From an optimization exercise on the open Yosys and OpenROAD flow, aimed at small area, a short achievable clock period and few clock cycles per item; shortcuts taken in it are not production practice.
Power figures rest on the tool's default switching activity, not on a simulated workload.

before:
==> module maxpool_window, before the edit <==
module maxpool_window (
  input  logic                ap_clk,
  input  logic                areset,
  input  logic                job_start,
  input  maxpool_pkg::count_t job_windows,
  input  logic                in_tvalid,
  output logic                in_tready,
  input  maxpool_pkg::elem_t  in_tdata,
  output logic                pool_tvalid,
  input  logic                pool_tready,    
  input  logic                pool_room_nxt,  
  output maxpool_pkg::elem_t  pool_tdata,
  output logic                job_done
);
  logic [17:0]        rem;         
  logic [17:0]        rem_nxt;
  logic               in_hs;
  logic               first;       
  logic               last_win;    
  logic               last_job;    
  logic               full_nxt;
  logic               hold_nxt;
  maxpool_pkg::elem_t run_max;
  logic               gt;          
  logic               load;
  logic [31:0] a_u, b_u;
  logic [31:0] g0, e0;
  logic [15:0] g1, e1;
  logic [7:0]  g2, e2;
  logic [3:0]  g3, e3;
  logic [1:0]  g4, e4;
  assign a_u = {~in_tdata[31], in_tdata[30:0]};
  assign b_u = {~run_max[31], run_max[30:0]};
  assign g0  = a_u & ~b_u;
  assign e0  = ~(a_u ^ b_u);
  for (genvar i = 0; i < 16; i++) begin : g_l1
    assign g1[i] = g0[2*i+1] | (e0[2*i+1] & g0[2*i]);
    assign e1[i] = e0[2*i+1] & e0[2*i];
  end
  for (genvar i = 0; i < 8; i++) begin : g_l2
    assign g2[i] = g1[2*i+1] | (e1[2*i+1] & g1[2*i]);
    assign e2[i] = e1[2*i+1] & e1[2*i];
  end
  for (genvar i = 0; i < 4; i++) begin : g_l3
    assign g3[i] = g2[2*i+1] | (e2[2*i+1] & g2[2*i]);
    assign e3[i] = e2[2*i+1] & e2[2*i];
  end
  for (genvar i = 0; i < 2; i++) begin : g_l4
    assign g4[i] = g3[2*i+1] | (e3[2*i+1] & g3[2*i]);
    assign e4[i] = e3[2*i+1] & e3[2*i];
  end
  assign gt   = g4[1] | (e4[1] & g4[0]);
  assign load = in_hs && (first || gt);
  assign in_hs    = in_tvalid && in_tready;
  assign first    = (rem[1:0] == 2'd0);
  assign last_win = (rem[1:0] == 2'd1);
  assign last_job = (rem == 18'd1);
  assign job_done = (in_hs && last_job) || (job_start && job_windows == '0);
  assign pool_tdata = run_max;
  always_comb begin
    rem_nxt = rem;
    if (job_start) rem_nxt = {job_windows, 2'b00};
    else if (in_hs) rem_nxt = rem - 18'd1;
  end
  assign full_nxt = (in_hs && last_win) || (pool_tvalid && !pool_tready);
  assign hold_nxt = full_nxt && !pool_room_nxt;
  always_ff @(posedge ap_clk) begin
    if (areset) begin
      rem         <= '0;
      pool_tvalid <= 1'b0;
      in_tready   <= 1'b0;
    end else begin
      rem         <= rem_nxt;
      pool_tvalid <= full_nxt;
      in_tready   <= (rem_nxt != '0) && !(rem_nxt[1:0] == 2'd0 && hold_nxt);
    end
  end
  always_ff @(posedge ap_clk) begin
    if (load) run_max <= in_tdata;
  end
endmodule
==> flow/config.mk <==
export PLATFORM = sky130hd
export DESIGN_NAME = krnl_maxpool
export DESIGN_NICKNAME = krnl_maxpool
export VERILOG_FILES = /design/flow/design.v
export SDC_FILE = /design/flow/constraint.sdc
export NUM_CORES = 4
export LEC_CHECK = 0
export CAP_MARGIN = 20
export CORE_MARGIN = 2
export CORE_UTILIZATION = 40
export SETUP_SLACK_MARGIN = 1.5
export SLEW_MARGIN = 20
==> flow/constraint.sdc <==
create_clock -name core_clock -period 3.8 [get_ports {ap_clk}]
set_input_delay 0.7600 -clock core_clock [delete_from_list [all_inputs] [get_ports {ap_clk}]]
set_output_delay 0.7600 -clock core_clock [all_outputs]
set_load 0.01 [all_outputs]
standard.sh (not shown) runs the stock make flow with config.mk's settings and CLKGATE_MAP_FILE= SYNTH_SCRIPT=/design/flow/synth_recipe.tcl, a recipe that flattens the netlist after the stock synthesis.
==> flow/flow/run.sh <==
#!/bin/bash
# The standard layout, with the port buffers made from buf_4 cells instead of
# the default delay buffers. Make's full output goes to standard_flow.log.
set -euo pipefail
export BUFFER_PORTS_ARGS="-buffer_cell sky130_fd_sc_hd__buf_4"
bash standard.sh > standard_flow.log 2>&1
Here is what was changed in the inputs of after compared with before.
-- flow/design.v --
<<< before, line 145
  logic               full_nxt;
  logic               hold_nxt;
  maxpool_pkg::elem_t run_max;
  logic               gt;          
  logic               load;
  logic [31:0] a_u, b_u;
  logic [31:0] g0, e0;
  logic [15:0] g1, e1;
  logic [7:0]  g2, e2;
  logic [3:0]  g3, e3;
  logic [1:0]  g4, e4;
  assign a_u = {~in_tdata[31], in_tdata[30:0]};
  assign b_u = {~run_max[31], run_max[30:0]};
  assign g0  = a_u & ~b_u;
  assign e0  = ~(a_u ^ b_u);
  for (genvar i = 0; i < 16; i++) begin : g_l1
    assign g1[i] = g0[2*i+1] | (e0[2*i+1] & g0[2*i]);
    assign e1[i] = e0[2*i+1] & e0[2*i];
  end
  for (genvar i = 0; i < 8; i++) begin : g_l2
    assign g2[i] = g1[2*i+1] | (e1[2*i+1] & g1[2*i]);
    assign e2[i] = e1[2*i+1] & e1[2*i];
  end
  for (genvar i = 0; i < 4; i++) begin : g_l3
    assign g3[i] = g2[2*i+1] | (e2[2*i+1] & g2[2*i]);
    assign e3[i] = e2[2*i+1] & e2[2*i];
  end
  for (genvar i = 0; i < 2; i++) begin : g_l4
    assign g4[i] = g3[2*i+1] | (e3[2*i+1] & g3[2*i]);
    assign e4[i] = e3[2*i+1] & e3[2*i];
  end
  assign gt   = g4[1] | (e4[1] & g4[0]);
  assign load = in_hs && (first || gt);
  assign in_hs    = in_tvalid && in_tready;
  assign first    = (rem[1:0] == 2'd0);
>>> after, line 145
  logic               full_nxt;
  logic               hold_nxt;
  maxpool_pkg::elem_t last;        
  maxpool_pkg::elem_t prev;        
  logic               sel;         
  logic               gt_last;     
  logic               gt_prev;     
  assign gt_last = $signed(in_tdata) > $signed(last);
  assign gt_prev = $signed(in_tdata) > $signed(prev);
  assign in_hs    = in_tvalid && in_tready;
  assign first    = (rem[1:0] == 2'd0);
<<< before, line 181
  assign last_job = (rem == 18'd1);
  assign job_done = (in_hs && last_job) || (job_start && job_windows == '0);
  assign pool_tdata = run_max;
  always_comb begin
    rem_nxt = rem;
>>> after, line 157
  assign last_job = (rem == 18'd1);
  assign job_done = (in_hs && last_job) || (job_start && job_windows == '0);
  assign pool_tdata = sel ? last : prev;
  always_comb begin
    rem_nxt = rem;
<<< before, line 201
  end
  always_ff @(posedge ap_clk) begin
    if (load) run_max <= in_tdata;
  end
endmodule
>>> after, line 177
  end
  always_ff @(posedge ap_clk) begin
    if (in_hs) begin
      last <= in_tdata;
      prev <= sel ? last : prev;
      sel  <= first || (sel ? gt_last : gt_prev);
    end
  end
endmodule
--- outcome ---
- Diff before..after | post-synthesis xor/xnor area fraction | negligible
- Result for after and before: all clean
- after against before: number of well taps saw an increase; number of enable-type register cells in the synthesized netlist saw an increase; final clock period utilization by the worst path saw a decrease.
- The lower total leakage power of after and before is in before.
- The higher horizontal extent of the die came out of after.
- after packs its core more loosely than before.
No run of this note included a check of the RTL's function; only the layout flow was run.

==> port drivers added, routing unchanged <==
No port has a modelled driver above. Below, the same layouts with a new extraction and two added sets of constraints. Step 1 assumes that a clkbuf_16 drives the clock port and a buf_2 every other input. Step 2 moves the port delays by t, midway between the first and last clock arrival at a register: inputs arrive t later, outputs are due t later. That takes back most of the time a late clock gives input paths. Three values: ideal, step 1, step 2; two values: the first two.
run	t, ns	setup WS [ns]	hold WS [ns]	worst register clock-pin slew, ns	cell pins on the clock port's net
before	0.615	1.195 / 1.195 / 0.750	0.319 / 0.319 / 0.319	0.06 / 0.06	1
after	0.643	1.355 / 1.355 / 0.851	0.310 / 0.310 / 0.310	0.06 / 0.06	1
After both steps every run listed still meets setup and hold. For after, which loses most, drivers alone change the setup slack by 0.000 ns; drivers and shift together by -0.504 ns.
